This design comes from an exercise in tuning for small area, a short achievable clock period and few clock cycles per item on the open sky130 flow, not from production work.
The RTL was checked by simulation tests, not by an equivalence proof against the original design.
Power figures rest on the tool's default switching activity, not on a simulated workload.

$ cat design/flow/config.mk
export PLATFORM = sky130hd
export DESIGN_NAME = particle_force_euler_step
export DESIGN_NICKNAME = particle_force_euler_step
export VERILOG_FILES = /design/flow/design.v
export SDC_FILE = /design/flow/constraint.sdc
export NUM_CORES = 4
export LEC_CHECK = 0
export CAP_MARGIN = 20
export CORE_MARGIN = 2
export CORE_UTILIZATION = 40
export SLEW_MARGIN = 30
$ cat design/flow/constraint.sdc
create_clock -name core_clock -period 12.0 [get_ports {aclk}]
set_input_delay 2.4000 -clock core_clock [delete_from_list [all_inputs] [get_ports {aclk}]]
set_output_delay 2.4000 -clock core_clock [all_outputs]
set_load 0.01 [all_outputs]
$ cat design/flow/design.v
module particle_force_euler_step #(
    parameter int unsigned FRAC_BITS = 16
) (
    input  logic          aclk,
    input  logic          aresetn,
    input  logic          s_tvalid,
    output logic          s_tready,
    input  logic [87:0]   s_tdata,
    input  logic [1:0]    s_tuser,
    output logic          m_tvalid,
    input  logic          m_tready,
    output logic [159:0]  m_tdata,
    output logic [0:0]    m_tuser,
    input  logic          cfg_wr_en,
    input  logic [2:0]    cfg_addr,
    input  logic [31:0]   cfg_wdata
);
    function automatic logic [2:0] top_quad(input logic [31:0] v);
        logic [32:0] e;
        e = {v, 1'b0};
        top_quad = 3'd0;
        for (int c = 1; c < 8; c++) begin
            if (!(e[4*c +: 5] == 5'h00 || e[4*c +: 5] == 5'h1F)) top_quad = c[2:0];
        end
    endfunction
    function automatic logic [5:0] quad_digits(input logic [31:0] v, input logic [2:0] c);
        logic [32:0] e;
        logic [4:0]  w;
        e = {v, 1'b0};
        w = e[4*c +: 5];
        quad_digits = {w[4:2], w[2:0]};
    endfunction
    localparam logic [5:0] DIG_ADD  = 6'b000_001;    
    localparam logic [5:0] DIG_ZERO = 6'd0;
    function automatic logic [2:0] booth_dec(input logic [2:0] x);
        booth_dec = {x[2] & ~(x[1] & x[0]),
                     (x[2] & ~x[1] & ~x[0]) | (~x[2] & x[1] & x[0]),
                     x[1] ^ x[0]};
    endfunction
    function automatic logic [34:0] booth_row(input logic [2:0] d, input logic [31:0] md,
                                               input logic pneg);
        logic neg;
        logic [33:0] sel;
        neg = d[2] ^ pneg;
        sel = d[0] ? {{2{md[31]}}, md} : d[1] ? {md[31], md, 1'b0} : 34'd0;
        booth_row = {neg, sel ^ {34{neg}}};
    endfunction
    function automatic logic [63:0] bk_add(input logic [63:0] x, input logic [63:0] z);
        logic [63:0] g, p, gg, pp;
        g = x & z;
        p = x ^ z;
        gg = g;
        pp = p;
        for (int l = 1; l < 64; l = l * 2)
            for (int i = 2 * l - 1; i < 64; i += 2 * l) begin
                gg[i] = gg[i] | (pp[i] & gg[i - l]);
                pp[i] = pp[i] & pp[i - l];
            end
        for (int l = 16; l >= 1; l = l / 2)
            for (int i = 3 * l - 1; i < 64; i += 2 * l) begin
                gg[i] = gg[i] | (pp[i] & gg[i - l]);
                pp[i] = pp[i] & pp[i - l];
            end
        bk_add = p ^ {gg[62:0], 1'b0};
    endfunction
    function automatic logic [127:0] csa(input logic [63:0] a, input logic [63:0] b,
                                         input logic [63:0] c, input logic cin);
        csa = {((a[62:0] & b[62:0]) | (a[62:0] & c[62:0]) | (b[62:0] & c[62:0])), cin,
               a ^ b ^ c};
    endfunction
    function automatic logic [63:0] mac_add(input logic [63:0] base, input logic [34:0] r1,
                                            input logic [34:0] r0, input logic cin);
        logic [127:0] l1;
        logic [63:0]  q1, q0;
        q1 = {28'hFFF_FFFF, ~r1[33], r1[32:0], 2'd0};
        q0 = {29'd0, ~r0[33], r0[33], r0[33], r0[32:0]};
        l1 = csa(base, q1, q0, cin);
        mac_add = l1[63:0] + l1[127:64];
    endfunction
    function automatic logic [32:0] clamp64(input logic [63:0] x);
        if (!x[63] && x[62:31] != 32'd0)             clamp64 = {1'b1, 32'h7FFF_FFFF};
        else if (x[63] && x[62:31] != 32'hFFFF_FFFF) clamp64 = {1'b1, 32'h8000_0000};
        else                                         clamp64 = {1'b0, x[31:0]};
    endfunction
    function automatic logic small32(input logic [31:0] v);
        small32 = v[31] == v[30];
    endfunction
    function automatic logic smallp(input logic [63:0] w);
        smallp = (w[63:46] == 18'd0) || (w[63:46] == 18'h3FFFF);
    endfunction
    function automatic logic [2:0] bound_quad(input logic [31:0] v, input logic [63:0] w);
        logic [47:0] p, u;
        logic [49:0] s;
        p = w[63:16];
        u = ({{16{v[31]}}, v} ^ {{17{v[31]}}, v[31:1]}) | (p ^ {p[47], p[47:1]});
        s = {u, 2'b00};
        bound_quad = 3'd0;
        for (int c = 1; c < 8; c++) if (s[4*c +: 4] != 4'd0) bound_quad = c[2:0];
        if (s[49:32] != 18'd0) bound_quad = 3'd7;
    endfunction
    function automatic logic [2:0] max2(input logic [2:0] a, input logic [2:0] b);
        max2 = (a > b) ? a : b;
    endfunction
    logic [30:0]        mass_r, drag_r;
    logic               mzero_r;
    logic [2:0]         drag_tq;
    logic [31:0]        grav_r, wind_r, sx_r, sy_r, svx_r, svy_r;
    logic [31:0]        px_r, py_r, vx_r, vy_r;
    logic [31:0]        spd_r;           
    logic               sat_r;
    logic               mvalid_r;
    logic [63:0]        wx_r, wy_r;
    logic [35:0]        ax_r;            
    logic [33:0]        ay_r;            
    logic [16:0]        dt_r;
    logic [2:0]         dt_tq;
    logic               coll_r, rst_r;
    logic               negx_r, negy_r, dfirst_r;
    logic [4:0]         cnt_r;
    logic [2:0]         cnty_r;
    logic [5:0]         digx_r, digy_r;  
    logic               firstx_r, firsty_r;
    localparam int I_IDLE = 0, I_KS = 1, I_KSX = 2, I_DX = 3, I_F = 4, I_FS = 5, I_DIV = 6,
                   I_AX = 7, I_V = 8, I_VS = 9, I_SQ = 10, I_SUM = 11, I_SQRT = 12,
                   I_WAIT = 13;
    localparam int NS = 14;
    localparam int Y_DONE = 0, Y_MX = 1, Y_UX = 2, Y_MY = 3, Y_UY = 4, Y_FIN = 5;
    localparam int NY = 6;
    logic [NS-1:0] st_r, st_n;
    logic [NY-1:0] yst_r, yst_n;
    logic s_idle, s_ks, s_ksx, s_dx, s_f, s_fs, s_div, s_ax, s_v, s_vs, s_sq, s_sum, s_sqrt,
          s_wait;
    assign s_idle = st_r[I_IDLE];
    assign s_ks   = st_r[I_KS];
    assign s_ksx  = st_r[I_KSX];
    assign s_dx   = st_r[I_DX];
    assign s_f    = st_r[I_F];
    assign s_fs   = st_r[I_FS];
    assign s_div  = st_r[I_DIV];
    assign s_ax   = st_r[I_AX];
    assign s_v    = st_r[I_V];
    assign s_vs   = st_r[I_VS];
    assign s_sq   = st_r[I_SQ];
    assign s_sum  = st_r[I_SUM];
    assign s_sqrt = st_r[I_SQRT];
    assign s_wait = st_r[I_WAIT];
    logic [30:0] m_div;
    assign m_div = {mass_r[30:1], mass_r[0] | mzero_r};
    logic [31:8] fmask;
    always_comb begin
        for (int i = 8; i < 32; i++) fmask[i] = (m_div >> (i - 7)) == 31'd0;
    end
    logic start;        
    assign start = s_idle && s_tvalid && (!mvalid_r || m_tready);
    logic y_fin;        
    assign y_fin = yst_r[Y_DONE] || yst_r[Y_FIN];
    logic cnt0;
    assign cnt0 = (cnt_r == 5'd0);
    logic sqrt_last;
    assign sqrt_last = s_sqrt && cnt0;
    logic accept;
    assign accept = (sqrt_last || s_wait) && y_fin;
    assign s_tready = accept;
    logic        drag_wr;
    logic [30:0] drag_nx;
    logic [2:0]  drag_tq_nx;
    assign drag_wr    = cfg_wr_en && cfg_addr == 3'd2;
    assign drag_nx    = drag_wr ? cfg_wdata[30:0] : drag_r;
    assign drag_tq_nx = drag_wr ? top_quad({1'b0, cfg_wdata[30:0]}) : drag_tq;
    logic        div_go;        
    logic        pnx_n, pny_n;  
    logic [31:0] amd_x, amd_y;
    logic        apn_x, apn_y, abig_x, abig_y, asat_x, asat_y;
    always_ff @(posedge aclk) begin
        if (div_go) begin
            abig_x <= ax_r[31] | ax_r[30] | ax_r[29];
            abig_y <= ay_r[31] | ay_r[30] | ay_r[29];
        end
    end
    assign amd_x  = abig_x ? (negx_r ? 32'h8000_0000 : 32'h7FFF_FFFF) : ax_r[31:0];
    assign amd_y  = abig_y ? (negy_r ? 32'h8000_0000 : 32'h7FFF_FFFF) : ay_r[31:0];
    assign apn_x  = negx_r & ~abig_x;
    assign apn_y  = negy_r & ~abig_y;
    assign pnx_n  = st_n[I_AX] & negx_r & ~(s_div ? (ax_r[31] | ax_r[30] | ax_r[29]) : abig_x);
    assign pny_n  = st_n[I_AX] & negy_r & ~(s_div ? (ay_r[31] | ay_r[30] | ay_r[29]) : abig_y);
    assign asat_x = ax_r[33] | ax_r[32] | (ax_r[31] & (~negx_r | (ax_r[30:0] != 31'd0)));
    assign asat_y = ay_r[33] | ay_r[32] | (ay_r[31] & (~negy_r | (ay_r[30:0] != 31'd0)));
    logic y_mx, y_ux, y_my, y_uy;
    assign y_mx = yst_r[Y_MX];
    assign y_ux = yst_r[Y_UX];
    assign y_my = yst_r[Y_MY];
    assign y_uy = yst_r[Y_UY];
    logic [31:0] mdx, mdy;
    assign mdx = s_ax ? amd_x : (s_idle | s_ks) ? {1'b0, spd_r[30:0]} : mdx_r;
    assign mdy = s_ax ? amd_y : mdy_r;
    logic addx, addy, inv;
    assign addx = s_f | s_v;                     
    assign addy = s_f | s_v | y_ux | y_uy;
    assign inv  = s_f & ~coll_r;                 
    logic [34:0] r1x, r0x, r1y, r0y;
    assign r1x = booth_row(digx_r[5:3],  mdx, 1'b0);
    assign r0x = booth_row(digx_r[2:0],  mdx, 1'b0);
    assign r1y = booth_row(digy_r[5:3],  mdy, 1'b0);
    assign r0y = booth_row(digy_r[2:0],  mdy, 1'b0);
    logic [63:0] basex, basey;
    always_comb begin
        if (addx) basex = {{16{wx_r[63]}}, wx_r[63:16]} ^ {64{inv}};
        else begin
            basex = firstx_r ? 64'd0 : {wx_r[59:0], 4'd0};
            basex[0] = r0x[34];
            basex[2] = r1x[34];
        end
        if (addy) basey = {{16{wy_r[63]}}, wy_r[63:16]} ^ {64{inv}};
        else begin
            basey = firsty_r ? 64'd0 : {wy_r[59:0], 4'd0};
            basey[0] = r0y[34];
            basey[2] = r1y[34];
        end
    end
    logic [63:0] macx, macy;
    assign macx = mac_add(basex, r1x, r0x, inv);
    assign macy = mac_add(basey, r1y, r0y, inv);
    logic [32:0] m3_r;            
    logic [63:0] m3_sum;
    assign m3_sum = bk_add({33'd0, m_div}, {32'd0, m_div, 1'b0});
    always_ff @(posedge aclk) m3_r <= m3_sum[32:0];
    logic [32:0] xqx, xqy;
    logic [34:0] d1ax, d1bx, d1tx, d1ay, d1by, d1ty, t2x, t3x, t2y, t3y;
    logic [1:0]  qx, qy;
    logic [30:0] drx, dry;
    always_comb begin
        xqx = {wx_r[62:32], wx_r[31:30]};
        xqy = {wy_r[62:32], wy_r[31:30]};
        if (s_fs) begin
            d1ax = 35'd0;
            d1bx = {{2{wx_r[32]}}, wx_r[32:0]};
            d1ay = 35'd0;
            d1by = {{2{wy_r[32]}}, wy_r[32:0]};
        end else begin
            d1ax = {2'b00, xqx};
            d1bx = {4'd0, m_div};
            d1ay = {2'b00, xqy};
            d1by = {4'd0, m_div};
        end
        d1tx = d1ax - d1bx;
        d1ty = d1ay - d1by;
        t2x  = {2'b00, xqx} - {3'd0, m_div, 1'b0};
        t2y  = {2'b00, xqy} - {3'd0, m_div, 1'b0};
        t3x  = {2'b00, xqx} - {2'b00, m3_r};
        t3y  = {2'b00, xqy} - {2'b00, m3_r};
        qx   = {~t2x[34], ~t3x[34] | (~d1tx[34] & t2x[34])};
        qy   = {~t2y[34], ~t3y[34] | (~d1ty[34] & t2y[34])};
        drx  = !t3x[34] ? t3x[30:0] : !t2x[34] ? t2x[30:0] : !d1tx[34] ? d1tx[30:0] : xqx[30:0];
        dry  = !t3y[34] ? t3y[30:0] : !t2y[34] ? t2y[30:0] : !d1ty[34] ? d1ty[30:0] : xqy[30:0];
    end
    logic fsmall;
    assign fsmall = 1'b0;
    logic [31:0] fmagx, fmagy;
    assign fmagx = d1tx[34] ? macx[31:0] : d1tx[31:0];
    assign fmagy = d1ty[34] ? macy[31:0] : d1ty[31:0];
    logic fwr;            
    assign fwr = (s_f && fsmall) || s_fs;
    function automatic logic [33:0] force_mag(input logic [63:0] f, input logic [32:0] negf);
        logic hi, lo;
        logic [31:0] mag;
        hi = ~f[63] & (f[62:31] != 32'd0);
        lo = f[63] & (f[62:31] != 32'hFFFF_FFFF);
        if (!f[63]) mag = hi ? 32'h7FFF_FFFF : f[31:0];
        else        mag = lo ? 32'h8000_0000 : negf[31:0];
        force_mag = {hi | lo, f[63], mag};
    endfunction
    logic [33:0] fsx, fsy;
    assign fsx = force_mag(wx_r, d1tx[32:0]);
    assign fsy = force_mag(wy_r, d1ty[32:0]);
    logic fastx, fasty;
    assign fastx = (wx_r[55:32] & fmask) == 24'd0;
    assign fasty = (wy_r[55:32] & fmask) == 24'd0;
    logic vsmall;
    assign vsmall = 1'b0;
    logic [2:0] v_tq;
    assign v_tq = max2(bound_quad(vx_r, wx_r), bound_quad(vy_r, wy_r));
    logic [32:0] cwx, cwy;      
    assign cwx = clamp64(wx_r);
    assign cwy = clamp64(wy_r);
    logic [2:0] vs_tq, r_tq;
    assign vs_tq = max2(top_quad(cwx[31:0]), top_quad(cwy[31:0]));
    assign r_tq  = max2(top_quad(svx_r), top_quad(svy_r));
    logic        ks_sat;
    logic [30:0] ks_val;
    assign ks_sat = wx_r[63:47] != 17'd0;
    assign ks_val = ks_sat ? 31'h7FFF_FFFF : wx_r[46:16];
    logic [2:0] ks_tq;
    assign ks_tq = top_quad({1'b0, ks_val});
    logic [63:0] ssum;
    logic        skip16, skip20;
    assign ssum   = bk_add(wx_r, wy_r);
    assign skip16 = (wx_r[63:47] == 17'd0) && (wy_r[63:47] == 17'd0);
    assign skip20 = (wx_r[63:43] == 21'd0) && (wy_r[63:43] == 21'd0);
    logic [37:0] sxq;
    logic [38:0] ss1, ss2, ss3;
    logic [77:0] ss3c;
    logic [1:0]  sdg;
    logic [35:0] sr2;
    logic [31:0] sq2;
    always_comb begin
        sxq  = {ax_r[33:0], wx_r[63:60]};
        ss1  = {1'b0, sxq} - {4'd0, spd_r, 3'b001};
        ss2  = {1'b0, sxq} - {3'd0, spd_r, 4'b0100};
        ss3c = {({1'b0, sxq} & ~{3'd0, spd_r, 4'b0000}) | ({1'b0, sxq} & ~{4'd0, spd_r, 3'b111}) |
                (~{3'd0, spd_r, 4'b0000} & ~{4'd0, spd_r, 3'b111}),
                {1'b0, sxq} ^ ~{3'd0, spd_r, 4'b0000} ^ ~{4'd0, spd_r, 3'b111}};
        ss3  = ss3c[38:0] + {ss3c[76:39], 1'b0};
        sdg  = {~ss2[38], ~ss3[38] | (~ss1[38] & ss2[38])};
        sr2  = !ss3[38] ? ss3[35:0] : !ss2[38] ? ss2[35:0] : !ss1[38] ? ss1[35:0] : sxq[35:0];
        sq2  = {spd_r[29:0], sdg};
    end
    always_ff @(posedge aclk) begin
        if (!aresetn) begin
            mass_r   <= 31'(1 << FRAC_BITS);
            mzero_r  <= 1'b0;
            grav_r   <= -32'sd642908;
            drag_r   <= '0;
            drag_tq  <= 3'd0;
            wind_r   <= '0;
            sx_r     <= '0;
            sy_r     <= '0;
            svx_r    <= '0;
            svy_r    <= '0;
        end else if (cfg_wr_en) begin
            case (cfg_addr)
                3'd0: begin
                    mass_r  <= cfg_wdata[30:0];
                    mzero_r <= cfg_wdata[30:0] == 31'd0;
                end
                3'd1: grav_r <= cfg_wdata;
                3'd2: begin
                    drag_r  <= cfg_wdata[30:0];
                    drag_tq <= drag_tq_nx;
                end
                3'd3: wind_r <= cfg_wdata;
                3'd4: sx_r   <= cfg_wdata;
                3'd5: sy_r   <= cfg_wdata;
                3'd6: svx_r  <= cfg_wdata;
                default: svy_r <= cfg_wdata;
            endcase
        end
    end
    logic [4:0]  cnt_n;
    logic [2:0]  cnty_n;
    logic [5:0]  digx_n, digy_n;
    logic        firstx_n, firsty_n;
    assign div_go = s_div && !(dfirst_r && !(fastx && fasty));
    always_comb begin
        st_n     = st_r;
        cnt_n    = cnt_r - 5'd1;
        digx_n   = DIG_ZERO;
        digy_n   = DIG_ZERO;
        firstx_n = 1'b0;
        if (s_ks) begin
            if (cnt0) st_n = NS'(1) << I_KSX;
            else      digx_n = quad_digits({1'b0, drag_r}, cnt_n[2:0]);
        end
        if (s_ksx) begin
            st_n     = NS'(1) << I_DX;
            cnt_n    = {2'd0, ks_tq};
            digx_n   = quad_digits({1'b0, ks_val}, ks_tq);
            digy_n   = quad_digits({1'b0, ks_val}, ks_tq);
            firstx_n = 1'b1;
        end
        if (s_dx) begin
            if (cnt0) begin
                st_n   = NS'(1) << I_F;
                digx_n = DIG_ADD;
                digy_n = DIG_ADD;
            end else begin
                digx_n = quad_digits({1'b0, ax_r[30:0]}, cnt_n[2:0]);
                digy_n = quad_digits({1'b0, ax_r[30:0]}, cnt_n[2:0]);
            end
        end
        if (s_f) begin
            st_n  = fsmall ? NS'(1) << I_DIV : NS'(1) << I_FS;
            cnt_n = 5'd11;
        end
        if (s_fs) begin
            st_n  = NS'(1) << I_DIV;
            cnt_n = 5'd11;
        end
        if (s_div) begin
            if (!div_go) cnt_n = 5'd16;
            else if (cnt0) begin
                st_n     = NS'(1) << I_AX;
                cnt_n    = {2'd0, dt_tq};
                digx_n   = quad_digits({15'd0, dt_r}, dt_tq);
                digy_n   = quad_digits({15'd0, dt_r}, dt_tq);
                firstx_n = 1'b1;
            end
        end
        if (s_ax) begin
            if (cnt0) begin
                st_n   = NS'(1) << I_V;
                digx_n = DIG_ADD;
                digy_n = DIG_ADD;
            end else begin
                digx_n = quad_digits({15'd0, dt_r}, cnt_n[2:0]);
                digy_n = quad_digits({15'd0, dt_r}, cnt_n[2:0]);
            end
        end
        if (s_v) begin
            if (vsmall) begin
                st_n     = NS'(1) << I_SQ;
                cnt_n    = {2'd0, v_tq};
                digx_n   = quad_digits(macx[31:0], v_tq);
                digy_n   = quad_digits(macy[31:0], v_tq);
                firstx_n = 1'b1;
            end else begin
                st_n = NS'(1) << I_VS;
            end
        end
        if (s_vs) begin
            st_n     = NS'(1) << I_SQ;
            cnt_n    = {2'd0, vs_tq};
            digx_n   = quad_digits(cwx[31:0], vs_tq);
            digy_n   = quad_digits(cwy[31:0], vs_tq);
            firstx_n = 1'b1;
        end
        if (s_sq) begin
            if (cnt0) st_n = NS'(1) << I_SUM;
            else begin
                digx_n = quad_digits(vx_r, cnt_n[2:0]);
                digy_n = quad_digits(vy_r, cnt_n[2:0]);
            end
        end
        if (s_sum) begin
            st_n  = NS'(1) << I_SQRT;
            cnt_n = skip20 ? 5'd10 : skip16 ? 5'd11 : 5'd15;
        end
        if (sqrt_last && !y_fin) st_n = NS'(1) << I_WAIT;
        if (s_wait && !y_fin)    st_n = NS'(1) << I_WAIT;
        yst_n    = yst_r;
        cnty_n   = cnty_r - 3'd1;
        firsty_n = 1'b0;
        if (s_sum && !rst_r) begin
            yst_n    = NY'(1) << Y_MX;
            cnty_n   = dt_tq;
            digy_n   = quad_digits({15'd0, dt_r}, dt_tq);
            firsty_n = 1'b1;
        end
        if (y_mx || y_my) begin
            if (cnty_r == 3'd0) begin
                yst_n  = yst_r << 1;
                digy_n = DIG_ADD;
            end else begin
                digy_n = quad_digits({15'd0, dt_r}, cnty_n);
            end
        end
        if (y_ux) begin
            yst_n    = NY'(1) << Y_MY;
            cnty_n   = dt_tq;
            digy_n   = quad_digits({15'd0, dt_r}, dt_tq);
            firsty_n = 1'b1;
        end
        if (y_uy)          yst_n = NY'(1) << Y_FIN;
        if (yst_r[Y_FIN])  yst_n = NY'(1) << Y_DONE;
        if (st_n[I_DX] || st_n[I_AX] || st_n[I_SQ]) firsty_n = firstx_n;
        if (accept || s_idle) begin
            st_n     = NS'(1) << I_IDLE;
            digx_n   = quad_digits({1'b0, drag_nx}, drag_tq_nx);
            firstx_n = 1'b1;
        end
        if (start) begin
            digy_n   = DIG_ZERO;
            firsty_n = 1'b0;
            if (s_tuser[0]) begin
                st_n     = NS'(1) << I_SQ;
                cnt_n    = {2'd0, r_tq};
                digx_n   = quad_digits(svx_r, r_tq);
                digy_n   = quad_digits(svy_r, r_tq);
                firstx_n = 1'b1;
                firsty_n = 1'b1;
            end else if (s_tuser[1]) begin
                st_n     = NS'(1) << I_F;
                digx_n   = DIG_ZERO;
                firstx_n = 1'b0;
            end else if (drag_tq == 3'd0) begin
                st_n     = NS'(1) << I_KSX;
                firstx_n = 1'b0;
            end else begin
                st_n     = NS'(1) << I_KS;
                cnt_n    = {2'd0, drag_tq - 3'd1};
                digx_n   = quad_digits({1'b0, drag_r}, drag_tq - 3'd1);
                firstx_n = 1'b0;
            end
        end
    end
    logic [31:0] mdx_r, mdy_r;
    always_ff @(posedge aclk) begin
        mdx_r <= '0;
        if (st_n[I_DX] || st_n[I_V]) mdx_r <= vx_r;
        if (st_n[I_F])               mdx_r <= wind_r;
        if (st_n[I_SQ])              mdx_r <= s_idle ? svx_r : s_vs ? cwx[31:0] : vx_r;
        mdy_r <= '0;
        if (st_n[I_DX] || st_n[I_V]) mdy_r <= vy_r;
        if (st_n[I_F])               mdy_r <= grav_r;
        if (st_n[I_SQ])              mdy_r <= s_idle ? svy_r : s_vs ? cwy[31:0] : vy_r;
        if (yst_n[Y_MX])             mdy_r <= vx_r;
        if (yst_n[Y_UX])             mdy_r <= px_r;
        if (yst_n[Y_MY])             mdy_r <= vy_r;
        if (yst_n[Y_UY])             mdy_r <= py_r;
    end
    always_ff @(posedge aclk) begin
        dt_r  <= s_tdata[16:0];
        dt_tq <= top_quad({15'd0, s_tdata[16:0]});
        digx_r   <= {booth_dec(digx_n[5:3]), booth_dec(digx_n[2:0])} ^ {pnx_n, 2'b00, pnx_n, 2'b00};
        digy_r   <= {booth_dec(digy_n[5:3]), booth_dec(digy_n[2:0])} ^ {pny_n, 2'b00, pny_n, 2'b00};
        firstx_r <= firstx_n;
        firsty_r <= firsty_n;
        cnt_r    <= cnt_n;
        cnty_r   <= cnty_n;
        if (!aresetn) begin
            st_r     <= NS'(1) << I_IDLE;
            yst_r    <= NY'(1) << Y_DONE;
            mvalid_r <= 1'b0;
            px_r     <= '0;
            py_r     <= '0;
            vx_r     <= '0;
            vy_r     <= '0;
            spd_r    <= '0;
            sat_r    <= 1'b0;
        end else begin
            st_r  <= st_n;
            yst_r <= yst_n;
            if (mvalid_r && m_tready) mvalid_r <= 1'b0;
            if (accept) mvalid_r <= 1'b1;
            dfirst_r <= 1'b0;
            if (s_idle) begin
                if (start) begin
                    rst_r  <= s_tuser[0];
                    coll_r <= s_tuser[1];
                    sat_r  <= 1'b0;
                    if (s_tuser[0]) begin
                        px_r <= sx_r;
                        py_r <= sy_r;
                        vx_r <= svx_r;
                        vy_r <= svy_r;
                    end
                end
            end
            if (s_ksx) begin
                ax_r <= {5'd0, ks_val};
                if (ks_sat) sat_r <= 1'b1;
            end
            if (s_f) begin
                ax_r <= '0;
                ay_r <= '0;
            end
            if (fwr) begin
                negx_r   <= s_fs ? fsx[32] : ~d1tx[34];
                negy_r   <= s_fs ? fsy[32] : ~d1ty[34];
                dfirst_r <= 1'b1;
            end
            if (s_fs && (fsx[33] | fsy[33])) sat_r <= 1'b1;
            if (s_div) begin
                if (div_go) begin
                    ax_r <= {ax_r[33:0], qx};
                    ay_r <= {ay_r[31:0], qy};
                end
            end
            if (s_ax) begin
                if (asat_x | asat_y) sat_r <= 1'b1;
            end
            if (s_v) begin
                if (vsmall) begin
                    vx_r <= macx[31:0];
                    vy_r <= macy[31:0];
                end
            end
            if (s_vs) begin
                vx_r <= cwx[31:0];
                vy_r <= cwy[31:0];
                if (cwx[32] | cwy[32]) sat_r <= 1'b1;
            end
            if (s_sum) begin
                ax_r  <= '0;
                spd_r <= '0;
            end
            if (s_sqrt) begin
                ax_r  <= sr2;
                spd_r <= sq2;
                if (cnt0 && sq2[31]) begin
                    spd_r <= 32'h7FFF_FFFF;
                    sat_r <= 1'b1;
                end
            end
            if (y_my && firsty_r) begin
                px_r <= cwy[31:0];
                if (cwy[32]) sat_r <= 1'b1;
            end
            if (yst_r[Y_FIN]) begin
                py_r <= cwy[31:0];
                if (cwy[32]) sat_r <= 1'b1;
            end
        end
    end
    logic wmx, wmy;
    assign wmx = (s_idle & ~s_tuser[1]) | s_ks | s_dx | s_ax | s_sq | (s_f & ~fsmall) |
                 (s_v & ~vsmall);
    assign wmy = s_dx | s_ax | s_sq | (s_f & ~fsmall) | (s_v & ~vsmall) | y_mx | y_my |
                 y_ux | y_uy;
    always_ff @(posedge aclk) begin
        if (s_idle) begin
            wx_r <= {{16{s_tdata[48]}}, s_tdata[48:17], 16'd0};
            wy_r <= {{16{s_tdata[80]}}, s_tdata[80:49], 16'd0};
        end
        if (s_div && !div_go) begin
            wx_r <= {10'd0, wx_r[63:10]};
            wy_r <= {10'd0, wy_r[63:10]};
        end
        if (s_sum)  wx_r <= skip20 ? {ssum[43:0], 20'd0} : skip16 ? {ssum[47:0], 16'd0} : ssum;
        if (s_sqrt) wx_r <= {wx_r[59:0], 4'd0};
        if (fwr) begin
            wx_r <= {8'd0, s_fs ? fsx[31:0] : fmagx, 24'd0};
            wy_r <= {8'd0, s_fs ? fsy[31:0] : fmagy, 24'd0};
        end
        if (div_go) begin
            wx_r <= {1'b0, drx, wx_r[29:0], 2'b00};
            wy_r <= {1'b0, dry, wy_r[29:0], 2'b00};
        end
        if (wmx) wx_r <= macx;
        if (wmy) wy_r <= macy;
    end
    assign m_tvalid = mvalid_r;
    assign m_tdata  = {1'b0, spd_r[30:0], vy_r, vx_r, py_r, px_r};
    assign m_tuser  = sat_r;
endmodule
$ cat design/flow/flow/run.sh
#!/bin/bash
set -euo pipefail
export SETUP_SLACK_MARGIN=7
bash standard.sh > standard_flow.log 2>&1
$ cat design/flow/standard.sh
#!/bin/bash
# synth_recipe.tcl (not shown) runs the flow's synth.tcl, then flattens the netlist and writes it again
# the make line also repeats each setting of config.mk as NAME=value (left out here)
make -C /OpenROAD-flow-scripts/flow DESIGN_CONFIG=/design/flow/config.mk WORK_HOME=/design/flow/orfs CLKGATE_MAP_FILE= SYNTH_SCRIPT=/design/flow/synth_recipe.tcl "${@:-finish}"
==> impl_metrics.yaml, run 1 <==
floorplanning:
  die-area_sq_um: 207000
  placement_rows: 165
  die_h_microns: 455
  fp.coreArea_sq_um: 202000
  floorplan.initialDensity: 0.403
  die-width_microns: 455
  num_io_pins: 293
sta:
  final_cycle_utilization_of_the_critical_path: 0.488
  timing.setup.tns_ns: 0
  timing_hold_violations_final: 0
  setup_ws_ns: 6.14
  grt_setup_unrepaired: "yes"
  timing.slew.headroom: 0.226
  setup_violations: 0
  achievable-frequency_ghz: 0.171
  slew_violations: 0
  final_period_demand_of_the_worst_path_ns: 5.86
  finalClockSkew_ns: 0.0960
  worstMarginPinSlew_ns: 1.15
grt:
  globalRoute.totalOverflow: 0
  wire_length_of_the_first_global_routing_pass_mm: 658
  grt_max_degree: 166
  grt_antenna_before_repair: 24
  via_count_of_the_first_global_routing_pass: 86039
  grtUsageTotal: 0.438
yosys:
  synth_enable_flop_cells: 203
  synth-adder-area-share: 0.125
  yosys_most_used_dff: "dfxtp_1"
  largest_family_of_logic_cells_by_synthesized_area: "compound AO/OA/AOI/OAI gates"
  ffs_latches_synth: 782
  post_synth_mux_area_share: 0.0390
  synthXorXnorAreaFrac: 0.0650
  synth-warning-count: 1
  syn-num-nets: 11971
  netlist_area_sq_um: 81500
  netlist_instances: 11122
  compound_gate_portion_of_the_synthesized_area: 0.293
  post_synth.cell_area_avg_sq_um: 7.33
  synth-simple-area-share: 0.195
  ys_seq_area_frac: 0.217
  netlist-cell-type-count: 99
  async_reset_ff_frac: 0
setup_path:
  worst_setup_path_endpoint: "digx_r[5]"
  critPathLaunchType: "flip-flop"
  cp.buffers_inverters: 8
  worstSetupPathDepth: 29
  timing.critical_path.arrival_ns: 6.52
  r2r_end: "digx_r[5]"
  cpMaxStageDelayCell: "and4_4"
  critPathLaunch: "wx_r[61]"
  worst_ep_required_time_ns: 12.66
  critical-path-top-delay-family: "simple AND/OR/NAND/NOR gates"
  cp-end-kind: "flip-flop"
  reg2regPathDepth: 29
  reg2reg_slack_ns: 6.14
  path_max_fanout: 6
  path_class: "flip-flop to flip-flop"
  timing.critical_path.mode_cell: "buf_12"
  worst_path_largest_cell_delay_ns: 0.43
  worstReg2RegStart: "wx_r[61]"
power_and_ir_drop:
  netSwitchingFraction: 0.523
  power_frac_clock: 0.152
  internal_power_mw: 10.4
  seq_power_share: 0.159
  power.static_leakage_nw: 39.6
  vdd_drop_max_mv: 0.191
  power.net_switching_mw: 11.4
  power.density_cell_area_nw_per_um2: 214
  comb_power_share: 0.689
place:
  post-place-ws_ns: 4.20
  post-place-cells: 13513
  hpwlAfterDp_mm: 344
  gp_routability_congestion: 1.06
  port_buffers: 284
final_layout:
  nNetsFinal: 12289
  stdcell_count: 14211
  layout-drive-gt1-share: 0.169
  areaGrowthSynthToFinish_pct: 25.1
  most-common-layout-cells: "1,382 x nand2_1, 1,238 x a21oi_1, 1,043 x nor2_1"
  layout.cells.most_common: "nand2_1"
status:
  status: "no timing/DRC/antenna violations"
routing:
  via_per_inst: 6.67
  drtAntennaViolNets: 0
  drtIter0Drc: 14032
  routed_wl_mm: 483
  drc: 0
  wire_per_inst_microns: 34.0
  total_via_count_after_detailed_routing: 94796
  drt-pass1-iter-count: 10
run:
  maxCapViolCount: 0
clock_network:
  clockRootBuffer: "clkbuf_16"
  clk-insertion-delay-late_ns: 0.83
  cts_max_path_buffers: 3
  clock_tree.htree_level_count: 3
  cts_made_buffers: 100
  tritoncts: "yes"
  clk_pin_slew_worst_paths_ns: 0.07
  cts_sinks: 782
hold_path:
  min-delay-start: "sx_r[3]"
  hp-class: "flip-flop to flip-flop"
[worst min-delay path, stage by stage (launching register included)]
cell     delay [ns]
dfxtp_1        0.31
nand2_1        0.05
a21oi_1        0.05
[logic make-up (layout without fill, tap and decap cells)]
group	Yosys count	count (layout)
other	1	14
AND/OR/NAND/NOR	3583	3590
buffers and inverters	1387	1783
AO/OA/AOI/OAI	3768	3769
multiplexers	277	277
adder cells (fa/ha/maj)	719	719
XOR/XNOR	605	605
flip-flops	782	782
[final cells by class]
class	instances	area (sq um)
clock inverter	53	706
timing repair buffer	1056	11000
clock buffer	135	2830
tap	2672	3340
fill	19573	100000
inverter	537	2170
timing repair inverter	2	17.5
antenna	13	32.5
sequential	782	17800
multi-input combinational	8961	64100
[power by group through the flow]
stage / Sequential [mW] / Clock, mW / Combinational [mW]
detailed placement: 3.63 / 0 / 11.8
finish: 3.49 / 3.32 / 15.1
floorplan: 3.33 / 0 / 7.57
CTS: 3.45 / 3.31 / 13.4
global placement: 3.63 / 0 / 11.7
global route: 3.48 / 3.41 / 15.6
[metal layers]
layer | global-route usage | part of all wire | wire, microns
met1 | 0.576 | 0.39 | 187000
met2 | 0.611 | 0.39 | 190000
met3 | 0.131 | 0.13 | 63900
met4 | 0.298 | 0.088 | 42300
met5 | 0 | 0.00024 | 116
[synthesized netlist by cell type, drive strengths merged, types with 128 or more instances]
library cell,n,share of area
nand2,1405,0.065
a21oi,1381,0.085
nor2,1109,0.051
clkbuf,691,0.032
o21ai,675,0.041
dfxtp,579,0.14
ha,563,0.086
inv,535,0.025
xnor2,319,0.034
xor2,286,0.031
a21o,228,0.021
a211oi,220,0.020
mux2i,214,0.027
edfxtp,203,0.075
nand3,178,0.011
nor3,165,0.010
a22oi,161,0.015
buf,159,0.0099
nor2b,157,0.012
fa,156,0.038
a221oi,144,0.015
a31oi,128,0.0098
[flip-flops by register name, indices dropped and copies added (netlist names), 33 cells and up]
name / flops
m3_r: 33
ax_r: 34
wx_r: 64
wy_r: 64
ay_r: 34
[stage by stage]
stage          power [mW]  hold WS [ns]  area, sq um   util
3_5_place_dp         15.5         0.443        87800  0.434
4_1_cts              20.1         0.455        98000  0.485
6_report             21.9         0.456       102000  0.504
2_1_floorplan        10.9         0.407        82700      -
5_1_grt              22.5         0.468       102000  0.504
3_3_place_gp         15.4         0.439        87700  0.433
[how the worst min path moves through the flow]
stage | to | slack (ns) | cells past startpoint
6_report | sx_r[3] | 0.46 | 2
5_1_grt | sx_r[16] | 0.47 | 2
4_1_cts | wind_r[10] | 0.45 | 2
3_5_place_dp | mass_r[0] | 0.44 | 2
3_3_place_gp | mass_r[0] | 0.44 | 2
2_1_floorplan | dfirst_r | 0.41 | 0
[what timing repair did]
action,in CTS,in global routing
hold buffers,0,0
cloned,44,15
gates resized for setup,751,471
endpoints found under the setup margin,316,161
setup buffers,269,169
pin swaps,236,240
Testbench counts, summed over its fixed seeds: cycles 116,073, items 2,880.
==> run 2, diff against run 1 <==
--- a/design/flow/config.mk
+++ b/design/flow/config.mk
@@ -9,3 +9,4 @@
 export CORE_MARGIN = 2
 export CORE_UTILIZATION = 40
 export SLEW_MARGIN = 30
+export TNS_END_PERCENT = 30
==> run 2 against run 1 <==
Against the previous run: design area is 1.1% lower; clock power increased by 4%; critical endpoint unchanged; sequential cell count is the same; via count is 0.18% lower.
==> impl_metrics.yaml, run 2 <==
status:
  status: "no timing/DRC/antenna violations"
sta:
  setup_violations: 0
  grt_setup_unrepaired: "yes"
  finalClockSkew_ns: 0.0984
  timing.slew.headroom: 0.213
  slew_violations: 0
  worstMarginPinSlew_ns: 1.18
  timing.setup.tns_ns: 0
  timing_hold_violations_final: 0
  final_period_demand_of_the_worst_path_ns: 5.92
  final_cycle_utilization_of_the_critical_path: 0.493
  achievable-frequency_ghz: 0.169
clock_network:
  cts_max_path_buffers: 3
  clockRootBuffer: "clkbuf_16"
  cts_sinks: 782
  tritoncts: "yes"
  cts_made_buffers: 101
  clk_pin_slew_worst_paths_ns: 0.06
  clk-insertion-delay-late_ns: 0.84
  clock_tree.htree_level_count: 3
place:
  port_buffers: 284
  hpwlAfterDp_mm: 336
  gp_routability_congestion: 1.04
routing:
  routed_wl_mm: 479
  via_per_inst: 6.67
  drtAntennaViolNets: 0
  drt-pass1-iter-count: 9
  drtIter0Drc: 14923
  drc: 0
  wire_per_inst_microns: 33.8
  total_via_count_after_detailed_routing: 94622
yosys:
  yosys_most_used_dff: "dfxtp_1"
  async_reset_ff_frac: 0
  yosys-top-cells-area: "dfxtp_1 14%, ha_1 8.6%, a21oi_1 8.5%, edfxtp_1 7.5%, nand2_1 6.5%"
  synth_common_cells: "1,404 x nand2_1, 1,381 x a21oi_1, 1,108 x nor2_1"
  synth.largest_area_cell: "dfxtp_1"
  synthDominantCellAreaShare: 0.142
  netlist_area_sq_um: 81500
  ffs_latches_synth: 782
  post_synth.cell_area_avg_sq_um: 7.33
  ys_seq_area_frac: 0.217
  syn-num-nets: 11971
  synth-warning-count: 1
  netlist_instances: 11122
  synth_enable_flop_cells: 203
  yosysMostFrequentCell: "nand2_1"
  netlist-cell-type-count: 99
floorplanning:
  die_h_microns: 455
  num_io_pins: 293
  floorplan.initialDensity: 0.403
  die-area_sq_um: 207000
  fp.coreArea_sq_um: 202000
  die-width_microns: 455
  placement_rows: 165
final_layout:
  most-common-layout-cells: "1,383 x nand2_1, 1,270 x a21oi_1, 1,051 x nor2_1"
  top_regs: "wx_r x64, wy_r x64"
  layout.cells.most_common: "nand2_1"
  areaGrowthSynthToFinish_pct: 23.7
  nNetsFinal: 12256
  layout-drive-gt1-share: 0.155
power_and_ir_drop:
  finalPower_mw: 21.5
  internal_power_mw: 10.3
  power_frac_clock: 0.161
  netSwitchingFraction: 0.520
  seq_power_share: 0.162
  comb_power_share: 0.677
  vdd_drop_max_mv: 0.265
  power.net_switching_mw: 11.2
  power.static_leakage_nw: 39.3
  power.density_cell_area_nw_per_um2: 213
run:
  maxCapViolCount: 0
setup_path:
  timing.critical_path.mode_cell: "buf_12"
  critical-path-top-delay-family: "simple AND/OR/NAND/NOR gates"
  cp.buffers_inverters: 8
  path_class: "flip-flop to flip-flop"
  critPathLaunchType: "flip-flop"
  timing.critical_path.arrival_ns: 6.57
  cp-end-kind: "flip-flop"
  worst_path_largest_cell_delay_ns: 0.46
  cpMaxStageDelayCell: "edfxtp_1"
  worst_ep_required_time_ns: 12.65
  path_max_fanout: 5
grt:
  grt_antenna_before_repair: 36
  globalRoute.totalOverflow: 0
  via_count_of_the_first_global_routing_pass: 86067
  wire_length_of_the_first_global_routing_pass_mm: 653
  grt_max_degree: 165
  grtUsageTotal: 0.434
hold_path:
  hp-class: "flip-flop to flip-flop"
run 2: changes by cell type in the layout (fill, tap and decap cells not counted), moves of 13 or more:
cell,delta
a211oi_2,-17
a22oi_2,-13
a21oi_2,-18
buf_4,-20
a21oi_1,+32
a21oi_4,-14
a211oi_1,+16
inv_1,+19
a22oi_1,+13
clkinvlp_4,-18
run 2: path summary, 6_finish.rpt:
path                                  end      from  cells after the start  slack [ns]
worst max-delay path            digx_r[5]  wx_r[61]                     29        6.08
worst min-delay path              sy_r[1]   sy_r[1]                      2        0.45
worst max register to register  digx_r[5]  wx_r[61]                     29        6.08
worst min register to register    sy_r[1]   sy_r[1]                      2        0.45
run 2: stage by stage:
step	instances	utilization	instance area (sq um)	hold WS, ns	worst slack, ns
6_report	14187	0.498	101000	0.454	6.08
5_1_grt	14169	0.498	101000	0.467	5.97
4_1_cts	14034	0.484	98000	0.454	6.21
3_5_place_dp	13512	0.433	87700	0.446	4.00
3_3_place_gp	13508	0.433	87500	0.436	3.35
2_1_floorplan	11122	-	82500	0.407	6.36
run 2: power groups by stage:
stage	Sequential, mW	Clock, mW	Combinational (mW)
6_report	3.48	3.46	14.6
5_1_grt	3.47	3.55	15.1
4_1_cts	3.43	3.45	13.2
3_5_place_dp	3.63	0	11.7
3_3_place_gp	3.62	0	11.5
2_1_floorplan	3.33	0	7.55
run 2: cells by family (layout without fill, tap and decap cells):
| group | count (synthesis) | in the layout | synth area share |
|---|---|---|---|
| muxes | 277 | 277 | 0.0390 |
| buffers and inverters | 1387 | 1748 | 0.0664 |
| DFF | 782 | 782 | 0.217 |
| AOI/OAI and AO/OA | 3768 | 3770 | 0.293 |
| and+or+nand+nor | 3583 | 3591 | 0.195 |
| adders and majority gates | 719 | 719 | 0.125 |
| other | 1 | 23 | 0.0000460 |
| xor gates and xnor gates | 605 | 605 | 0.0650 |
run 2: worst min-delay path, stage by stage, from the launching register on:
cell and delay (ns):
dfxtp_1 0.31, nand2_1 0.05, a21oi_1 0.05
run 2: repair_timing:
item                                    4_1_cts  5_1_grt
endpoints found under the hold margin         0        0
gates cloned                                 40       12
buffers inserted                            293      118
endpoints found under the setup margin      411      226
pin swaps                                   234      200
resized for setup                           738      299
hold buffers                                  0        0
run 2: layer usage:
| metal | vias up | share of wire | track usage |
|---|---|---|---|
| li1 | 40582 | - | - |
| met1 | 45802 | 0.38 | 0.559 |
| met2 | 6715 | 0.40 | 0.609 |
| met3 | 1503 | 0.13 | 0.138 |
| met4 | 20 | 0.088 | 0.309 |
| met5 | - | 0.00076 | 0 |
run 2: cell type report:
class / count / area (sq um)
repair buffers: 1021 / 10500
multi-input cells: 8963 / 63300
diodes: 22 / 55.1
inverters: 537 / 2090
clock buffers: 157 / 3180
clock inverters: 32 / 528
flip-flops and latches: 782 / 17700
well taps: 2672 / 3340
fillers: 19577 / 101000
repair inverters: 1 / 8.76
==> run 3, diff against run 2 <==
--- a/design/flow/design.v
+++ b/design/flow/design.v
@@ -151,7 +151,8 @@
         for (int i = 8; i < 32; i++) fmask[i] = (m_div >> (i - 7)) == 31'd0;
     end
     logic start;        
-    assign start = s_idle && s_tvalid && (!mvalid_r || m_tready);
+    logic drag_wr_r;
+    assign start = s_idle && s_tvalid && (!mvalid_r || m_tready) && !drag_wr_r;
     logic y_fin;        
     assign y_fin = yst_r[Y_DONE] || yst_r[Y_FIN];
     logic cnt0;
@@ -162,11 +163,10 @@
     assign accept = (sqrt_last || s_wait) && y_fin;
     assign s_tready = accept;
     logic        drag_wr;
-    logic [30:0] drag_nx;
     logic [2:0]  drag_tq_nx;
     assign drag_wr    = cfg_wr_en && cfg_addr == 3'd2;
-    assign drag_nx    = drag_wr ? cfg_wdata[30:0] : drag_r;
-    assign drag_tq_nx = drag_wr ? top_quad({1'b0, cfg_wdata[30:0]}) : drag_tq;
+    assign drag_tq_nx = top_quad({1'b0, cfg_wdata[30:0]});
+    always_ff @(posedge aclk) drag_wr_r <= aresetn && drag_wr;
     logic        div_go;        
     logic        pnx_n, pny_n;  
     logic [31:0] amd_x, amd_y;
@@ -464,7 +464,7 @@
         if (st_n[I_DX] || st_n[I_AX] || st_n[I_SQ]) firsty_n = firstx_n;
         if (accept || s_idle) begin
             st_n     = NS'(1) << I_IDLE;
-            digx_n   = quad_digits({1'b0, drag_nx}, drag_tq_nx);
+            digx_n   = quad_digits({1'b0, drag_r}, drag_tq);
             firstx_n = 1'b1;
         end
         if (start) begin
--- a/design/flow/config.mk
+++ b/design/flow/config.mk
@@ -9,4 +9,3 @@
 export CORE_MARGIN = 2
 export CORE_UTILIZATION = 40
 export SLEW_MARGIN = 30
-export TNS_END_PERCENT = 30
==> run 3 against run 2 <==
Against the previous run: critical endpoint unchanged; hold slack improved by 0.00082 ns; core utilization is 1.1 points higher; via count rose by 0.35%.
==> impl_metrics.yaml, run 3 <==
floorplanning:
  floorplan.initialDensity: 0.403
  num_io_pins: 293
  die_h_microns: 455
  placement_rows: 165
  fp.coreArea_sq_um: 202000
  die-area_sq_um: 207000
  die-width_microns: 455
yosys:
  netlist_instances: 11037
  netlist_area_sq_um: 81500
  netlist-cell-type-count: 101
  synth-warning-count: 1
  async_reset_ff_frac: 0
  synthDominantCellAreaShare: 0.142
  post_synth.cell_area_avg_sq_um: 7.39
  syn-num-nets: 11886
  synth_enable_flop_cells: 203
  largest_family_of_logic_cells_by_synthesized_area: "compound AO/OA/AOI/OAI gates"
  ffs_latches_synth: 783
  synthXorXnorAreaFrac: 0.0644
  yosysMostFrequentCell: "nand2_1"
  compound_gate_portion_of_the_synthesized_area: 0.293
  synth-adder-area-share: 0.125
  synth-simple-area-share: 0.194
  synth.largest_area_cell: "dfxtp_1"
  synth_common_cells: "1,423 x nand2_1, 1,296 x a21oi_1, 965 x nor2_1"
  ys_seq_area_frac: 0.217
  yosys-top-cells-area: "dfxtp_1 14%, ha_1 8.6%, a21oi_1 8.0%, edfxtp_1 7.5%, nand2_1 6.6%"
  yosys_most_used_dff: "dfxtp_1"
  post_synth_mux_area_share: 0.0428
setup_path:
  timing.critical_path.arrival_ns: 6.52
  reg2regPathDepth: 24
  critPathLaunchType: "flip-flop"
  path_max_fanout: 8
  reg2reg_slack_ns: 6.10
  worstReg2RegStart: "wx_r[44]"
  r2r_end: "digx_r[5]"
  path_class: "flip-flop to flip-flop"
  cp-end-kind: "flip-flop"
  worst_ep_required_time_ns: 12.62
routing:
  drtAntennaViolNets: 0
  drt-pass1-iter-count: 10
  drc: 0
  drtIter0Drc: 14940
  via_per_inst: 6.68
  routed_wl_mm: 477
  wire_per_inst_microns: 33.6
  total_via_count_after_detailed_routing: 94956
clock_network:
  clk-insertion-delay-late_ns: 0.78
  postCtsHoldBufs: 0
  cts_made_buffers: 95
  clk_pin_slew_worst_paths_ns: 0.06
  cts_max_path_buffers: 3
  cts_sinks: 783
  clockRootBuffer: "clkbuf_16"
  clock_tree.htree_level_count: 3
  tritoncts: "yes"
hold_path:
  hold_depth: 2
  hp-class: "flip-flop to flip-flop"
  worst_hold_path.endpoint: "grav_r[9]"
  min-delay-start: "grav_r[9]"
final_layout:
  layout.cells.most_common: "nand2_1"
  most-common-layout-cells: "1,389 x nand2_1, 1,158 x a21oi_1, 879 x nor2_1"
  layout-drive-gt1-share: 0.190
  top_regs: "wx_r x64, wy_r x64"
  nNetsFinal: 12296
  stdcell_count: 14208
  areaGrowthSynthToFinish_pct: 26.5
place:
  post-place-ws_ns: 4.20
  gp_routability_congestion: 1.03
  hpwlAfterDp_mm: 336
  port_buffers: 284
  post-place-cells: 13469
grt:
  grt_max_degree: 173
  grt_antenna_before_repair: 24
  wire_length_of_the_first_global_routing_pass_mm: 654
  globalRoute.totalOverflow: 0
  grtUsageTotal: 0.433
  via_count_of_the_first_global_routing_pass: 86372
sta:
  timing_hold_violations_final: 0
  setup_ws_ns: 6.10
  final_period_demand_of_the_worst_path_ns: 5.90
  final_cycle_utilization_of_the_critical_path: 0.492
  setup_violations: 0
  achievable-frequency_ghz: 0.169
  timing.setup.tns_ns: 0
  grt_setup_unrepaired: "yes"
  worstMarginPinSlew_ns: 1.13
  slew_violations: 0
  finalClockSkew_ns: 0.0590
  timing.slew.headroom: 0.244
run:
  maxCapViolCount: 0
status:
  status: "no timing/DRC/antenna violations"
power_and_ir_drop:
  power.static_leakage_nw: 39.3
  finalPower_mw: 19.5
  vdd_drop_max_mv: 0.196
  power.density_cell_area_nw_per_um2: 190
[run 3: kinds of logic after synthesis]
family	Yosys count
compound gates	3770
xor+xnor	599
fa+ha+maj	719
buf+inv	1355
flops	783
mux	285
other cells	1
simple gates	3525
[run 3: worst max-delay path by stage]
stage,from,to,slack (ns),cells past startpoint
5_1_grt,wx_r[34],digx_r[5],6.04,24
4_1_cts,wx_r[35],digx_r[5],6.27,23
2_1_floorplan,wx_r[44],digx_r[5],6.62,25
6_report,wx_r[44],digx_r[5],6.10,24
3_5_place_dp,wx_r[61],digx_r[5],4.20,25
3_3_place_gp,wx_r[61],digx_r[5],4.26,25
[run 3: routing by layer]
layer | track usage | share of wire | vias to the layer above
met5 | 0 | 0.00050 | -
met4 | 0.297 | 0.086 | 15
met2 | 0.608 | 0.40 | 6770
met1 | 0.571 | 0.39 | 45952
li1 | - | - | 40715
met3 | 0.122 | 0.13 | 1504
[run 3: through the flow]
stage	hold slack, ns	util	area, sq um
4_1_cts	0.455	0.490	99100
3_5_place_dp	0.446	0.433	87600
6_report	0.455	0.510	103000
2_1_floorplan	0.430	-	82000
3_3_place_gp	0.439	0.432	87500
5_1_grt	0.466	0.510	103000
[run 3: what timing repair did]
item | CTS | global route
resized for setup | 967 | 511
pin swaps | 304 | 309
setup buffers | 327 | 172
setup endpoints to repair | 252 | 203
gates cloned | 46 | 7
[run 3: power by group]
part / internal, mW / total (mW) / leakage, nW / switching [mW]
clock: 1.66 / 3.04 / 1.54 / 1.38
combinational: 4.82 / 13.2 / 30.9 / 8.42
sequential: 2.98 / 3.27 / 6.82 / 0.293
total: 9.45 / 19.5 / 39.3 / 10.1
[run 3: final cells by class]
class                      count  area (sq um)
antenna                       10          25.0
clock buffer                 136          2750
clock inverter                40           417
fill                       19363         99200
inverter                     519          2100
multi-input combinational   8908         65300
sequential                   783         17800
tap                         2672          3340
timing repair buffer        1139         11400
timing repair inverter         1          5.00
[run 3: critical path, stage by stage (launching register included)]
cell,delay [ns]
edfxtp_1,0.55
or4_4,0.68
or4_4,0.51
buf_12,0.16
o21ai_4,0.20
a22oi_2,0.14
nor2_2,0.14
o31ai_2,0.09
ha_1,0.33
nor2b_4,0.14
o21ai_2,0.17
nand2b_4,0.10
nand2_4,0.12
mux2i_4,0.28
buf_12,0.14
mux2_8,0.21
mux4_2,0.55
mux2i_2,0.23
o21ai_1,0.10
o21ai_2,0.32
inv_2,0.09
ha_4,0.17
a31oi_2,0.16
xnor2_1,0.13
a21oi_1,0.05
Testbench counts of run 3, summed over its fixed seeds: cycles 116,073, items 2,880.
==> run 4, diff against run 3 <==
--- a/design/flow/config.mk
+++ b/design/flow/config.mk
@@ -8,4 +8,5 @@
 export CAP_MARGIN = 20
 export CORE_MARGIN = 2
 export CORE_UTILIZATION = 40
+export PLACE_DENSITY = 0.7
 export SLEW_MARGIN = 30
==> run 4 against run 3 <==
Against the previous run: final cell count down 0.39%; highest routed layer unchanged; sequential power grew 2%; global-route usage down 2.4 points; synthesized cell count unchanged.
==> impl_metrics.yaml, run 4 <==
clock_network:
  clk_pin_slew_worst_paths_ns: 0.06
  cts_max_path_buffers: 3
  clock_tree.htree_level_count: 3
  clk-insertion-delay-late_ns: 0.80
  tritoncts: "yes"
  clockRootBuffer: "clkbuf_16"
  cts_sinks: 783
  postCtsHoldBufs: 0
  cts_made_buffers: 93
setup_path:
  reg2reg_slack_ns: 6.07
  timing.critical_path.arrival_ns: 6.58
  path_class: "flip-flop to flip-flop"
  cp-end-kind: "flip-flop"
  worst_ep_required_time_ns: 12.65
  path_max_fanout: 41
  critPathLaunchType: "flip-flop"
routing:
  wire_per_inst_microns: 32.0
  total_via_count_after_detailed_routing: 96315
  drtIter0Drc: 16121
  routed_wl_mm: 453
  drc: 0
  drtAntennaViolNets: 0
  drt-pass1-iter-count: 11
  via_per_inst: 6.81
sta:
  timing.setup.tns_ns: 0
  finalClockSkew_ns: 0.0567
  timing_hold_violations_final: 0
  timing.slew.headroom: 0.212
  final_cycle_utilization_of_the_critical_path: 0.494
  worstMarginPinSlew_ns: 1.18
  setup_violations: 0
  grt_setup_unrepaired: "yes"
  achievable-frequency_ghz: 0.169
  final_period_demand_of_the_worst_path_ns: 5.93
  slew_violations: 0
yosys:
  synth_enable_flop_cells: 203
  ffs_latches_synth: 783
  yosys_most_used_dff: "dfxtp_1"
  synth.largest_area_cell: "dfxtp_1"
  synthXorXnorAreaFrac: 0.0644
  synth-simple-area-share: 0.194
  syn-num-nets: 11886
  netlist_area_sq_um: 81500
  compound_gate_portion_of_the_synthesized_area: 0.293
  synth-warning-count: 1
  async_reset_ff_frac: 0
  post_synth_mux_area_share: 0.0428
  synthDominantCellAreaShare: 0.142
  yosysMostFrequentCell: "nand2_1"
  synth_common_cells: "1,423 x nand2_1, 1,296 x a21oi_1, 965 x nor2_1"
  netlist_instances: 11037
  post_synth.cell_area_avg_sq_um: 7.39
  largest_family_of_logic_cells_by_synthesized_area: "compound AO/OA/AOI/OAI gates"
  ys_seq_area_frac: 0.217
  yosys-top-cells-area: "dfxtp_1 14%, ha_1 8.6%, a21oi_1 8.0%, edfxtp_1 7.5%, nand2_1 6.6%"
  netlist-cell-type-count: 101
  synth-adder-area-share: 0.125
place:
  gp_routability_congestion: 1.11
  hpwlAfterDp_mm: 314
  port_buffers: 284
grt:
  wire_length_of_the_first_global_routing_pass_mm: 627
  globalRoute.totalOverflow: 0
  via_count_of_the_first_global_routing_pass: 87499
  grt_max_degree: 106
  grt_antenna_before_repair: 35
  grtUsageTotal: 0.409
floorplanning:
  placement_rows: 165
  floorplan.initialDensity: 0.403
  die-area_sq_um: 207000
  die_h_microns: 455
  fp.coreArea_sq_um: 202000
  num_io_pins: 293
  die-width_microns: 455
final_layout:
  areaGrowthSynthToFinish_pct: 24.6
  num-fill-cells: 18963
  layout-drive-gt1-share: 0.173
  most-common-layout-cells: "1,393 x nand2_1, 1,163 x a21oi_1, 904 x nor2_1"
  nNetsFinal: 12229
  layout.cells.most_common: "nand2_1"
  top_regs: "wx_r x64, wy_r x64"
power_and_ir_drop:
  power.static_leakage_nw: 38.7
  finalPower_mw: 19.4
  power.density_cell_area_nw_per_um2: 191
  vdd_drop_max_mv: 0.129
status:
  status: "no timing/DRC/antenna violations"
run:
  maxCapViolCount: 0
hold_path:
  hp-class: "flip-flop to flip-flop"
## run 4: final timing paths
check                 from        end  cells past startpoint
setup reg to reg  wy_r[63]  digx_r[5]                     26
hold reg to reg    sx_r[1]    sx_r[1]                      2
setup / recovery  wy_r[63]  digx_r[5]                     26
hold / removal     sx_r[1]    sx_r[1]                      2
## run 4: layout make-up
| cell class | instances | area, sq um | area share |
|---|---|---|---|
| Multi-Input combinational cell | 8906 | 64400 | 0.634 |
| Tap cell | 2672 | 3340 | 0.0329 |
| Antenna cell | 23 | 57.6 | 0.000567 |
| Timing Repair Buffer | 1076 | 10600 | 0.105 |
| Timing Repair inverter | 1 | 5.00 | 0.0000493 |
| Clock buffer | 127 | 2650 | 0.0261 |
| Clock inverter | 46 | 658 | 0.00648 |
| Inverter | 519 | 2010 | 0.0198 |
| Sequential cell | 783 | 17800 | 0.175 |
## run 4: cell families (layout without fill, tap and decap cells)
kind of cell	Yosys count	count (layout)
AOI/OAI and AO/OA	3770	3772
and+or+nand+nor	3525	3528
buffers and inverters	1355	1769
DFF	783	783
adders and majority gates	719	719
xor gates and xnor gates	599	599
muxes	285	287
other	1	24
## run 4: critical path, cell delays in order (launching register included)
cell and delay [ns]:
edfxtp_1 0.35, buf_6 0.26, buf_12 0.28, inv_1 0.32
nor4_4 0.42, buf_8 0.17, a22oi_2 0.17, a211oi_2 0.43
ha_1 0.31, nor2b_1 0.13, o21ai_1 0.13, nand2b_1 0.15
nand2_4 0.14, mux2i_4 0.27, buf_12 0.15, buf_6 0.23
mux2i_1 0.11, a21oi_1 0.21, a21boi_0 0.27, o32ai_2 0.17
o211a_1 0.17, o21ai_2 0.28, inv_2 0.08, ha_4 0.16
a31oi_2 0.15, xnor2_1 0.14, a21oi_1 0.06
## run 4: timing repair
item                       4_1_cts  5_1_grt
setup endpoints to repair      304      194
gates cloned                    29        5
pin swaps                      291      262
resized for setup              844      431
setup buffers                  320      154
## run 4: stage by stage
step	hold slack, ns	instances	utilization	area (sq um)	setup slack, ns
finish	0.455	14153	0.502	102000	6.07
detailed placement	0.445	13449	0.432	87500	4.44
global placement	0.438	13446	0.432	87300	4.33
global route	0.467	14133	0.502	102000	6.10
floorplan	0.430	11037	-	82000	6.62
CTS	0.453	13971	0.485	98100	6.26
## run 4: power breakdown
group	total [mW]	leakage, nW	internal (mW)	switching (mW)
Combinational	12.9	30.3	4.73	8.15
Clock	3.20	1.60	1.80	1.39
Sequential	3.34	6.82	2.98	0.364
## run 4: layer usage
metal,up-vias,wire length (microns),GRT usage
met1,45516,158000,0.497
met5,-,423,0.00344
met2,7973,177000,0.569
met4,36,49300,0.345
li1,40578,-,-
met3,2212,67600,0.151
==> run 5, diff against run 4 <==
==> design/flow/flow/run.sh (replaced) <==
#!/bin/bash
set -euo pipefail
export SETUP_SLACK_MARGIN=6
bash standard.sh > standard_flow.log 2>&1
--- a/design/flow/config.mk
+++ b/design/flow/config.mk
@@ -8,5 +8,4 @@
 export CAP_MARGIN = 20
 export CORE_MARGIN = 2
 export CORE_UTILIZATION = 40
-export PLACE_DENSITY = 0.7
 export SLEW_MARGIN = 30
==> run 5 against run 4 <==
Against the previous run: fmax down 2.1%; combinational power decreased by 13%; clock-buffer cell count down 9; clock skew shrank 0.0048 ns; non-clock buffer count down 344; die area did not move; routed wire length about the same; global-route usage grew 0.19 points; via count is 4.9% lower.
==> impl_metrics.yaml, run 5 <==
status:
  status: "no timing/DRC/antenna violations"
clock_network:
  clk-insertion-delay-late_ns: 0.78
  postCtsHoldBufs: 0
  cts_max_path_buffers: 3
  tritoncts: "yes"
  clockRootBuffer: "clkbuf_16"
  clock_tree.htree_level_count: 3
  clk_pin_slew_worst_paths_ns: 0.06
  cts_made_buffers: 98
  cts_sinks: 783
sta:
  final_cycle_utilization_of_the_critical_path: 0.505
  achievable-frequency_ghz: 0.165
  final_period_demand_of_the_worst_path_ns: 6.06
  grt_setup_unrepaired: "yes"
  timing.setup.tns_ns: 0
  finalClockSkew_ns: 0.0518
  timing_hold_violations_final: 0
  hold-worst-slack_ns: 0.454
  worstMarginPinSlew_ns: 1.22
  slew_violations: 0
  timing.slew.headroom: 0.189
  setup_violations: 0
yosys:
  yosysMostFrequentCell: "nand2_1"
  synthDominantCellAreaShare: 0.142
  ffs_latches_synth: 783
  post_synth.cell_area_avg_sq_um: 7.39
  synth_common_cells: "1,423 x nand2_1, 1,296 x a21oi_1, 965 x nor2_1"
  netlist_instances: 11037
  async_reset_ff_frac: 0
  synth-warning-count: 1
  yosys-top-cells-area: "dfxtp_1 14%, ha_1 8.6%, a21oi_1 8.0%, edfxtp_1 7.5%, nand2_1 6.6%"
  netlist-cell-type-count: 101
  synth_enable_flop_cells: 203
  ys_seq_area_frac: 0.217
  synth.largest_area_cell: "dfxtp_1"
  yosys_most_used_dff: "dfxtp_1"
  syn-num-nets: 11886
  netlist_area_sq_um: 81500
routing:
  drc: 0
  wire_per_inst_microns: 32.8
  drtIter0Drc: 13825
  via_per_inst: 6.64
  met3_wirelength_mm: 56.6
  m1WireLength_mm: 178
  drtAntennaViolNets: 0
  drt-pass1-iter-count: 7
  route.top_layer_used: "met5"
  total_via_count_after_detailed_routing: 91643
  wl_met2_mm: 182
  routed_wl_mm: 453
setup_path:
  r2r_end: "digy_r[2]"
  cp_cell_sequence: "buf_4 -> or4_1 -> mux2i_1 -> o211ai_1 -> a2111o_1 -> nand2_1 -> a211oi_1 -> a31oi_1 -> a211oi_1 -> o21ai_0 -> a31oi_1 -> o31ai_2 -> ha_1 -> nor2b_1 -> xnor2_1"
  path_max_fanout: 16
  worstReg2RegStart: "wx_r[23]"
  cp-end-kind: "flip-flop"
  timing.critical_path.arrival_ns: 6.74
  reg2regPathDepth: 15
  reg2reg_slack_ns: 5.94
  critPathLaunchType: "flip-flop"
  worst_path_largest_cell_delay_ns: 0.87
  cpMaxStageDelayCell: "o21ai_0"
  worst_ep_required_time_ns: 12.68
  path_class: "flip-flop to flip-flop"
power_and_ir_drop:
  power_frac_clock: 0.186
  power.density_cell_area_nw_per_um2: 191
  seq_power_share: 0.188
  comb_power_share: 0.626
  internal_power_mw: 8.62
  power.net_switching_mw: 9.24
  vdd_drop_max_mv: 0.176
  power.static_leakage_nw: 36.2
  netSwitchingFraction: 0.517
place:
  post-place-cells: 13472
  gp_routability_congestion: 1.03
  hpwlAfterDp_mm: 335
  port_buffers: 284
final_layout:
  most-common-layout-cells: "1,410 x nand2_1, 1,252 x a21oi_1, 942 x nor2_1"
  num-fill-cells: 20156
  layout.cells.most_common: "nand2_1"
  nNetsFinal: 11885
  areaGrowthSynthToFinish_pct: 15.0
  stdcell_count: 13801
  layout-drive-gt1-share: 0.0927
  top_regs: "wx_r x64, wy_r x64"
floorplanning:
  die_h_microns: 455
  fp.coreArea_sq_um: 202000
  die-area_sq_um: 207000
  die-width_microns: 455
  placement_rows: 165
  floorplan.initialDensity: 0.403
  num_io_pins: 293
grt:
  wire_length_of_the_first_global_routing_pass_mm: 622
  globalRoute.totalOverflow: 0
  via_count_of_the_first_global_routing_pass: 83017
  grtUsageTotal: 0.411
  grt_max_degree: 101
  grt_antenna_before_repair: 25
hold_path:
  worst_hold_path.endpoint: "sy_r[13]"
  hp-class: "flip-flop to flip-flop"
  hold_depth: 2
  min-delay-start: "sy_r[13]"
run:
  maxCapViolCount: 0
[run 5: cell count changes in the layout (fill, tap and decap cells not counted), moves of 47 or more]
| cell | change |
|---|---|
| a21oi_2 | -58 |
| o21ai_0 | +76 |
| a21oi_1 | +89 |
| buf_4 | -225 |
| buf_6 | -57 |
| ha_4 | -66 |
| a22oi_1 | +47 |
| a22oi_2 | -47 |
| ha_1 | +75 |
[run 5: stage by stage]
step	instance area, sq um	util	total power, mW	setup WS [ns]
3_3_place_gp	87200	0.431	13.6	3.55
5_1_grt	93700	0.463	18.4	5.88
6_report	93700	0.463	17.9	5.94
3_5_place_dp	87400	0.432	13.7	3.50
2_1_floorplan	81500	-	9.69	6.04
4_1_cts	92500	0.457	17.2	5.91
[run 5: cell families (layout without fill, tap and decap cells)]
family,count (synthesis),count (layout),share of synthesized area
buffers and inverters,1355,1436,0.0642
xor gates and xnor gates,599,599,0.0644
DFF,783,783,0.217
muxes,285,287,0.0428
other,1,9,0.0000460
and+or+nand+nor,3525,3526,0.194
adders and majority gates,719,719,0.125
AOI/OAI and AO/OA,3770,3770,0.293
[run 5: layer usage]
metal	up-vias	global-route usage
met5	-	0
met4	24	0.279
met3	1275	0.108
met2	6165	0.583
met1	44287	0.543
li1	39892	-
[run 5: worst max-delay path by stage]
stage | start | end | slack, ns | cells past startpoint
2_1_floorplan | wx_r[44] | digx_r[5] | 6.04 | 29
3_3_place_gp | wx_r[62] | digx_r[5] | 3.55 | 25
3_5_place_dp | wx_r[62] | digx_r[5] | 3.50 | 25
4_1_cts | wx_r[0] | wx_r[63] | 5.91 | 26
5_1_grt | wx_r[33] | digx_r[5] | 5.88 | 23
6_report | wx_r[23] | digy_r[2] | 5.94 | 15
[run 5: final cells by class]
class | instances | area (sq um) | area share
antenna | 8 | 20.0 | 0.000214
clock buffer | 118 | 2680 | 0.0286
clock inverter | 67 | 842 | 0.00898
inverter | 519 | 1970 | 0.0210
multi-input combinational | 8902 | 60200 | 0.642
sequential | 783 | 17800 | 0.189
tap | 2672 | 3340 | 0.0357
timing repair buffer | 732 | 6960 | 0.0743
[run 5: power by group through the flow]
stage,Clock [mW],Sequential (mW),Combinational [mW]
3_5_place_dp,0,3.44,10.2
3_3_place_gp,0,3.44,10.1
4_1_cts,3.32,3.33,10.6
5_1_grt,3.42,3.36,11.7
6_report,3.32,3.36,11.2
2_1_floorplan,0,3.24,6.45
[run 5: worst max-delay path, delay by kind of cell (launching register included)]
| family | cells | cell delay (ns) |
|---|---|---|
| flops | 1 | 0.36 |
| buf+inv | 1 | 0.27 |
| simple gates | 3 | 1.21 |
| mux | 1 | 0.57 |
| fa+ha+maj | 1 | 0.22 |
| compound gates | 8 | 3.18 |
| xor+xnor | 1 | 0.16 |
[run 5: timing repair]
action | in CTS | in global routing
buffers inserted | 73 | 43
resized for setup | 180 | 152
pin swaps | 19 | 39
endpoints found under the setup margin | 147 | 81
cloned | 9 | 8

==> static timing again, ports no longer ideal <==
The flow's constraints put no driver on any port. The routed layouts listed below were extracted and timed again, unchanged, in two steps.
Step 1 assumes that a clkbuf_16 drives the clock port and a buf_2 every other input.
Step 2 adds t to the input delays and takes it off the output delays; t is the mean of the earliest and latest rising clock arrival at the registers after step 1. Input paths then give back, and output paths get back, about the clock's delay inside the block.
Slacks: no drivers / after step 1 / after step 2; pairs: no drivers / after step 1.
run | t (ns) | setup slack, ns | hold slack, ns | slew at the worst register clock pin (ns)
run 1 | 0.892 | 6.140 / 6.140 / 5.577 | 0.456 / 0.456 / 0.456 | 0.07 / 0.07
run 2 | 0.888 | 6.079 / 6.079 / 5.496 | 0.454 / 0.454 / 0.454 | 0.09 / 0.09
run 3 | 0.840 | 6.098 / 6.098 / 5.905 | 0.455 / 0.455 / 0.455 | 0.07 / 0.07
run 4 | 0.856 | 6.070 / 6.070 / 5.895 | 0.455 / 0.455 / 0.455 | 0.08 / 0.08
run 5 | 0.849 | 5.943 / 5.940 / 5.290 | 0.454 / 0.454 / 0.454 | 0.07 / 0.07
After both steps setup and hold are still met in every run listed. The setup slack of run 5, which loses most, moves by -0.003 ns with the drivers and by -0.653 ns with both steps.
